Context: an optimization exercise on an open-source flow, tuned for small area and a short achievable clock period. The choices shown serve that exercise and are no tape-out recipe. In this exercise RTL edits were held to simulation tests only and were not proved equivalent to the original. Power is estimated from default activity; no workload was simulated.

== tundra ==
// twiddle_mult
module twiddle_mult
#(
    parameter int DATA_W    = 32,
    parameter int START_CNT = 64
) (
    input  logic              clk,
    input  logic              rst_n,
    input  logic [7:0]        cnt,
    input  logic [DATA_W-1:0] data_in,
    output logic [DATA_W-1:0] data_out
);
    logic [5:0]  cr_s1, cr_s2, cr_ng, ci_s1, ci_s2, ci_ng, mci_ng;
    twiddle_gen i_twiddle_gen (
        .clk (clk), .rst_n (rst_n), .cnt (cnt),
        .cr_s1 (cr_s1), .cr_s2 (cr_s2), .cr_ng (cr_ng),
        .ci_s1 (ci_s1), .ci_s2 (ci_s2), .ci_ng (ci_ng),
        .mci_ng (mci_ng)
    );
    cmplx_mult_scale i_cmplx_mult_scale (
        .clk (clk), .rst_n (rst_n), .data_in (data_in),
        .cr_s1 (cr_s1), .cr_s2 (cr_s2), .cr_ng (cr_ng),
        .ci_s1 (ci_s1), .ci_s2 (ci_s2), .ci_ng (ci_ng),
        .mci_ng (mci_ng),
        .data_out (data_out)
    );
endmodule
Size in the first run: roughly 2100 cells after synthesis, roughly 20000 um^2 of cells after synthesis.
clock: 8.0 ns
lec_check: 0
cap_margin: 20
core_margin: 2
core_utilization: 40
setup_slack_margin: 3.6
slew_margin: 20
synth_hierarchical: 1
synth_minimum_keep_size: 0
tns_end_percent: 100
run.sh (not shown) runs the stock make flow with config.mk's settings and CLKGATE_MAP_FILE= SYNTH_SCRIPT=/design/flow/synth_recipe.tcl, a recipe that flattens the netlist after the stock synthesis.
Inputs modified between tundra and juniper:
- changing SETUP_SLACK_MARGIN from 3.6 to 3.3
[summary]
The flow did not stop early for juniper: all stages ran, and the layout cleared the timing, DRC and antenna checks. The number of instances in the placed design number comes out lower for juniper vs tundra. Reported for juniper and tundra, detailed-router iteration count before antenna repair turned out identical to the last digit. Diff tundra -> juniper: total of cells resized after clock tree synthesis -64%, area of all placed cells without fillers -8.3%. | sum of net half-perimeters after detailed placement | tundra vs juniper | ≈ equal |. A slowest stage cell on the critical path of sky130_fd_sc_hd__clkdlybuf4s18_2 is what juniper shows, while sky130_fd_sc_hd__clkdlybuf4s50_1 belongs to tundra. On juniper: portion of total power attributed to combinational logic is 1.9 points lower than what tundra gave. There was hardly any difference in setup clock skew after layout between juniper and tundra. Comparing juniper and tundra, fraction of the cycle the final worst path needs is higher on juniper. Against tundra as the reference, juniper delivers a lower wire length.
The inputs of ember differ from those of juniper as listed below.
- SETUP_SLACK_MARGIN now 3.8, was 3.3
==> flow/flow/run.sh (new file) <==
#!/bin/bash
# Standard layout, except that the port buffers are buf_4 cells instead of the
# default choice (a slow delay buffer). Every port still gets its own buffer.
set -euo pipefail
export BUFFER_PORTS_ARGS="-buffer_cell sky130_fd_sc_hd__buf_4"
bash standard.sh finish > standard_finish.log 2>&1
==> flow/standard.sh (new file) <==
#!/bin/bash
# synth_recipe.tcl (not shown) runs the flow's synth.tcl, then flattens the netlist and writes it again
# the make line also repeats each setting of config.mk as NAME=value (left out here)
make -C /OpenROAD-flow-scripts/flow DESIGN_CONFIG=/design/flow/config.mk WORK_HOME=/design/flow/orfs CLKGATE_MAP_FILE= SYNTH_SCRIPT=/design/flow/synth_recipe.tcl "${@:-finish}"
removed: flow/run.sh
==> comparison <==
A worst setup path startpoint of data_in[20] is what juniper shows, while data_in[21] belongs to ember.
ember leaves more setup margin than juniper.
[compare] base=juniper new=ember: logic depth of the worst setup path including buffers barely changed; number of buffers outside the clock class in the layout dropped about 10%; share of total power in combinational logic climbed 1.9 points; count of clock-buffer cells in the layout dropped 4; power climbed 0.00033 W.
ember reports a lower share of the clock period used by the worst path after layout than juniper does.
The higher layout-stage area growth over the synthesis result of ember and juniper is in ember.

## re-timing with driven ports
How much do the figures lean on ideal ports? The routed layouts below were timed once more, with nothing changed but the port constraints.
Step 1 (the two cells are an assumption about what drives the block):
set clk [get_ports {clk}]
set_driving_cell -lib_cell sky130_fd_sc_hd__clkbuf_16 $clk
set_driving_cell -lib_cell sky130_fd_sc_hd__buf_2 [delete_from_list [all_inputs] $clk]
Step 2 times the ports against the registers' clock, not the clock port: input delays grow and output delays shrink by t, the midpoint of the rising clock arrivals with the driver on.
Slacks: ideal ports / drivers / drivers and shift; pairs: ideal ports / drivers.
run	t (ns)	setup slack, ns	worst slew at a driven data input, ns
tundra	0.516	3.609 / 3.555 / 3.060	0.11
juniper	0.504	3.317 / 3.312 / 2.809	0.13
ember	0.506	3.799 / 3.756 / 3.250	0.14
After both steps every run listed still meets setup and hold.
